This is an optimization exercise on Yosys and OpenROAD, whose aim is small area, not a production implementation.
Function was checked by simulation only, so behaviour that the tests miss may differ from the original.
No activity file was given, so power comes from the tool's default toggle rates. No driver is modelled on the clock port, so clocking that relies on it looks cheaper here than on a real chip.

Setup of maple:
## data_mem_responder
module data_mem_responder
#(
    parameter int DATA_W = 32,
    parameter int ADDR_W = 10,
    parameter int DEPTH  = dmem_pkg::DMEM_DEPTH
) (
    input  logic              clk,
    input  logic              reset,
    input  logic              req_valid,
    output logic              req_ready,
    input  logic              req_write,
    input  logic [ADDR_W-1:0] req_addr,
    input  logic [DATA_W-1:0] req_wdata,
    output logic              resp_valid,
    input  logic              resp_ready,
    output logic [DATA_W-1:0] resp_rdata,
    output logic              resp_err,
    output logic              resp_zero
);
Size in the first run: ~3,000 cells after synthesis, ~83 I/O pins.
clock: 6.0 ns
lec_check: 0
cap_margin: 20
core_margin: 2
core_utilization: 40
gpl_timing_driven: 0
slew_margin: 20
synth_hierarchical: 1
standard.sh (not shown) runs the stock make flow with config.mk's settings and CLKGATE_MAP_FILE= SYNTH_SCRIPT=/design/flow/synth_recipe.tcl, a recipe that flattens the netlist after the stock synthesis.
==> flow/flow/run.sh <==
#!/bin/bash
# Standard ORFS layout (the standard.sh, synthesis included) with these
# knobs changed:
#  - before floorplan, combinational cells are put back to drive 1
#    (flow/downsize.tcl); repair sizes up where needed;
#  - port buffers use the small sky130_fd_sc_hd__buf_1 (repair may upsize);
#  - CTS inserts no dummy loads, and clusters up to 28 sinks per
#    clkbuf_16 leaf buffer.
set -euo pipefail
export PRE_FLOORPLAN_TCL="$PWD/flow/downsize.tcl"
export BUFFER_PORTS_ARGS="-buffer_cell sky130_fd_sc_hd__buf_1"
export CTS_ARGS="-sink_clustering_enable -repair_clock_nets -dont_use_dummy_load -buf_list sky130_fd_sc_hd__clkbuf_16 -root_buf sky130_fd_sc_hd__clkbuf_16 -sink_clustering_size 28 -sink_clustering_max_diameter 120"
bash standard.sh > standard_flow.log 2>&1
==> flow/flow/downsize.tcl <==
# Before floorplan: put every combinational cell that synthesis sized up
# back to its drive-1 variant (same function); the later repair steps size
# up again only where slew, capacitance or timing need it.
set db [ord::get_db]
set block [ord::get_db_block]
set n 0
foreach inst [$block getInsts] {
  set name [[$inst getMaster] getName]
  if { ![regexp {^(sky130_fd_sc_hd__[a-z0-9]+)_([0-9]+)$} $name -> base drive] } {
    continue
  }
  if { $drive <= 1 } {
    continue
  }
  if { [regexp {df|dl|buf|inv|conb|tap|fill|decap} $base] } {
    continue
  }
  set m1 [$db findMaster ${base}_1]
  if { $m1 ne "NULL" && $m1 ne "" } {
    $inst swapMaster $m1
    incr n
  }
}
puts "downsize.tcl: $n instances set to drive 1"
Input changes introduced in harbor (baseline for comparison: maple):
- an added PLACE_DENSITY of 0.8
- a deleted GPL_TIMING_DRIVEN that had been 0
==> flow/flow/run.sh <==
#!/bin/bash
# Standard ORFS layout (the standard.sh, synthesis included) with these
# knobs changed:
#  - before floorplan, combinational cells are put back to drive 1
#    (flow/downsize.tcl); repair sizes up where needed;
#  - port buffers use the small sky130_fd_sc_hd__buf_1 (repair may upsize);
#  - CTS inserts no dummy loads, and clusters up to 30 sinks per
#    clkbuf_16 leaf buffer.
set -euo pipefail
export PRE_FLOORPLAN_TCL="$PWD/flow/downsize.tcl"
export BUFFER_PORTS_ARGS="-buffer_cell sky130_fd_sc_hd__buf_1"
export CTS_ARGS="-sink_clustering_enable -repair_clock_nets -dont_use_dummy_load -buf_list sky130_fd_sc_hd__clkbuf_16 -root_buf sky130_fd_sc_hd__clkbuf_16 -sink_clustering_size 30 -sink_clustering_max_diameter 120"
bash standard.sh > standard_flow.log 2>&1
[summary]
- harbor and maple ended up with nearly the same count of input and output buffers.
- harbor vs maple, instance count: harbor higher
- In harbor relative to maple, routed length on met1 had gone down by more than 10%.
- harbor vs maple — total power of the final layout dropped 1.0%.
- Diff maple..harbor | gate count of the mapped netlist | unchanged
- In harbor relative to maple, sequential power had gone up slightly.
> inputs changed (harbor -> amber)
- swapping 0.8 for 0.75 in PLACE_DENSITY
==> flow/flow/run.sh <==
#!/bin/bash
# Standard ORFS layout (the standard.sh, synthesis included) with these
# knobs changed:
#  - before floorplan, combinational cells are put back to drive 1
#    (flow/downsize.tcl); repair sizes up where needed;
#  - port buffers use the small sky130_fd_sc_hd__buf_1 (repair may upsize);
#  - CTS inserts no dummy loads, and clusters up to 28 sinks per
#    clkbuf_16 leaf buffer.
set -euo pipefail
export PRE_FLOORPLAN_TCL="$PWD/flow/downsize.tcl"
export BUFFER_PORTS_ARGS="-buffer_cell sky130_fd_sc_hd__buf_1"
export CTS_ARGS="-sink_clustering_enable -repair_clock_nets -dont_use_dummy_load -buf_list sky130_fd_sc_hd__clkbuf_16 -root_buf sky130_fd_sc_hd__clkbuf_16 -sink_clustering_size 28 -sink_clustering_max_diameter 120"
bash standard.sh > standard_flow.log 2>&1
## What came out
- Compared harbor against amber; maximum number of pins on one net before global-route repair within noise.
- Number of max-slew violations in the final report: amber vs harbor identical
- Max freq harbor -> amber: degraded
The following lists how sierra was set up differently from amber:
- a deleted PLACE_DENSITY that had been 0.75
==> flow/flow/run.sh <==
#!/bin/bash
# Standard ORFS layout (the standard.sh, synthesis included) with these
# knobs changed:
#  - before floorplan, combinational cells are put back to drive 1
#    (flow/downsize.tcl); repair sizes up where needed;
#  - port buffers use the small sky130_fd_sc_hd__buf_1 (repair may upsize);
#  - CTS inserts no dummy loads, and clusters up to 32 sinks per
#    clkbuf_16 leaf buffer.
set -euo pipefail
export PRE_FLOORPLAN_TCL="$PWD/flow/downsize.tcl"
export BUFFER_PORTS_ARGS="-buffer_cell sky130_fd_sc_hd__buf_1"
export CTS_ARGS="-sink_clustering_enable -repair_clock_nets -dont_use_dummy_load -buf_list sky130_fd_sc_hd__clkbuf_16 -root_buf sky130_fd_sc_hd__clkbuf_16 -sink_clustering_size 32 -sink_clustering_max_diameter 120"
bash standard.sh > standard_flow.log 2>&1
### Flow results
Between sierra and amber, the difference in power in sequential cells is negligible. Cmp sierra vs amber: antenna diode instance count lower in sierra. Fraction of power consumed by the clock network: sierra and amber compared, lower one is sierra. Between sierra and amber, the fraction of standard cell area that is sequential figures differ only marginally. On final critical-path setup slack, the higher figure sits with amber, not sierra. Relative to amber, measured slew at the worst slew-check pin has increased by 0.029 ns in sierra. Looking at number of optimization iterations in the first detailed-route pass, sierra sits 1 lower than amber does. Lower placed instance area was reported by amber, not sierra. Max clock-buffer cell count across sierra and amber: amber. | area taken by multi-input logic gates | amber vs sierra | ≈ equal |.
The following lists how quartz was set up differently from sierra:
- PLACE_DENSITY: unset -> 0.75
==> flow/flow/run.sh <==
#!/bin/bash
# Standard ORFS layout (the standard.sh, synthesis included) with these
# knobs changed:
#  - before floorplan, combinational cells are put back to drive 1
#    (flow/downsize.tcl); repair sizes up where needed;
#  - after placement repair, buffers go back to buf_1 and repair_design
#    runs again (flow/shrink_buffers.tcl);
#  - port buffers use the small sky130_fd_sc_hd__buf_1 (repair may upsize);
#  - CTS inserts no dummy loads, and clusters up to 28 sinks per
#    clkbuf_16 leaf buffer.
set -euo pipefail
export PRE_FLOORPLAN_TCL="$PWD/flow/downsize.tcl"
export POST_RESIZE_TCL="$PWD/flow/shrink_buffers.tcl"
export BUFFER_PORTS_ARGS="-buffer_cell sky130_fd_sc_hd__buf_1"
export CTS_ARGS="-sink_clustering_enable -repair_clock_nets -dont_use_dummy_load -buf_list sky130_fd_sc_hd__clkbuf_16 -root_buf sky130_fd_sc_hd__clkbuf_16 -sink_clustering_size 28 -sink_clustering_max_diameter 120"
bash standard.sh > standard_flow.log 2>&1
==> flow/flow/shrink_buffers.tcl (new file) <==
# After placement repair: set the buffers that repair inserted back to
# sky130_fd_sc_hd__buf_1, then let repair_design size up or buffer again
# only where slew, capacitance or fanout need it.
set db [ord::get_db]
set block [ord::get_db_block]
set buf1 [$db findMaster sky130_fd_sc_hd__buf_1]
set n 0
foreach inst [$block getInsts] {
  set name [[$inst getMaster] getName]
  if { [regexp {^sky130_fd_sc_hd__buf_([0-9]+)$} $name -> drive] && $drive > 1 } {
    $inst swapMaster $buf1
    incr n
  }
}
puts "shrink_buffers.tcl: $n buffers set to buf_1"
estimate_parasitics -placement
repair_design -slew_margin 20 -cap_margin 20 -verbose
Notes after the runs:
quartz ends up with a first-iteration DRC count that is about 35% higher than in sierra.
Diff quartz..sierra | deepest level of the CTS H-tree | unchanged
Lower worst hold slack after final layout goes to quartz over sierra.
quartz: flow complete, layout not clean; failing: negative setup slack
sierra: flow completed, timing, DRC and antenna clean
Delta (quartz minus sierra): part of the total power dissipated in the clock network +0.7 points; count of antenna-violating nets left after detailed routing ~0 delta; part of the cycle the worst path needs +7.2 points; layout filler cell count -278.
--- input diff quartz..garnet ---
- removing PLACE_DENSITY (formerly 0.75)
==> flow/flow/run.sh <==
#!/bin/bash
# Standard ORFS layout (the standard.sh, synthesis included) with these
# knobs changed:
#  - before floorplan, combinational cells are put back to drive 1
#    (flow/downsize.tcl); repair sizes up where needed;
#  - port buffers use the small sky130_fd_sc_hd__buf_1 (repair may upsize);
#  - CTS inserts no dummy loads, and clusters up to 25 sinks per
#    clkbuf_16 leaf buffer.
set -euo pipefail
export PRE_FLOORPLAN_TCL="$PWD/flow/downsize.tcl"
export BUFFER_PORTS_ARGS="-buffer_cell sky130_fd_sc_hd__buf_1"
export CTS_ARGS="-sink_clustering_enable -repair_clock_nets -dont_use_dummy_load -buf_list sky130_fd_sc_hd__clkbuf_16 -root_buf sky130_fd_sc_hd__clkbuf_16 -sink_clustering_size 25 -sink_clustering_max_diameter 100"
bash standard.sh > standard_flow.log 2>&1
removed: flow/flow/shrink_buffers.tcl
Results
Every stage of the flow completed for garnet, and the final layout passed the timing, design-rule and antenna checks. Where wire length is concerned, quartz is better than garnet. When garnet is set beside quartz, its clock-buffer cell count turns out to be about 9% larger. Relative to quartz, the post-route cell area measured on garnet has decreased slightly. Comparing garnet and quartz, the lower count of placed standard cells in the final layout, fillers left out was measured on garnet. In the tables for garnet and quartz, total setup violations reported at the end of the flow reads higher with quartz. Looking at source of the critical timing path, the r_rlo[2]$_DFFE_PP_ result is from garnet; the r_rlo[3]$_DFFE_PP_ one comes from quartz. Looking at leakage power total across both flows, garnet is the stronger of the two, with quartz trailing.

re-timing with driven ports:
How much do the figures lean on ideal ports? The routed layouts below were timed once more, with nothing changed but the port constraints.
Step 1 assumes that a clkbuf_16 drives the clock port and a buf_2 every other input.
Step 2 moves the port delays by t, midway between the first and last clock arrival at a register: inputs arrive t later, outputs are due t later. That takes back most of the time a late clock gives input paths.
a / b / c = no drivers / after step 1 / after step 2; a / b = the first two.
run	t (ns)	setup slack, ns	latest minus earliest clock arrival (ns)	worst register clock-pin slew, ns	cell pins on the clock port's net
maple	0.666	0.635 / 0.569 / 1.099	0.087 / 0.087	0.11 / 0.11	1
harbor	0.660	0.730 / 0.672 / 1.332	0.075 / 0.075	0.11 / 0.11	1
amber	0.669	0.519 / 0.453 / 1.106	0.064 / 0.064	0.11 / 0.11	1
sierra	0.672	0.417 / 0.349 / 0.887	0.056 / 0.056	0.12 / 0.12	1
quartz	0.661	-0.018 / -0.080 / 0.581	0.053 / 0.053	0.11 / 0.11	1
garnet	0.693	0.461 / 0.391 / 1.083	0.043 / 0.043	0.11 / 0.11	1
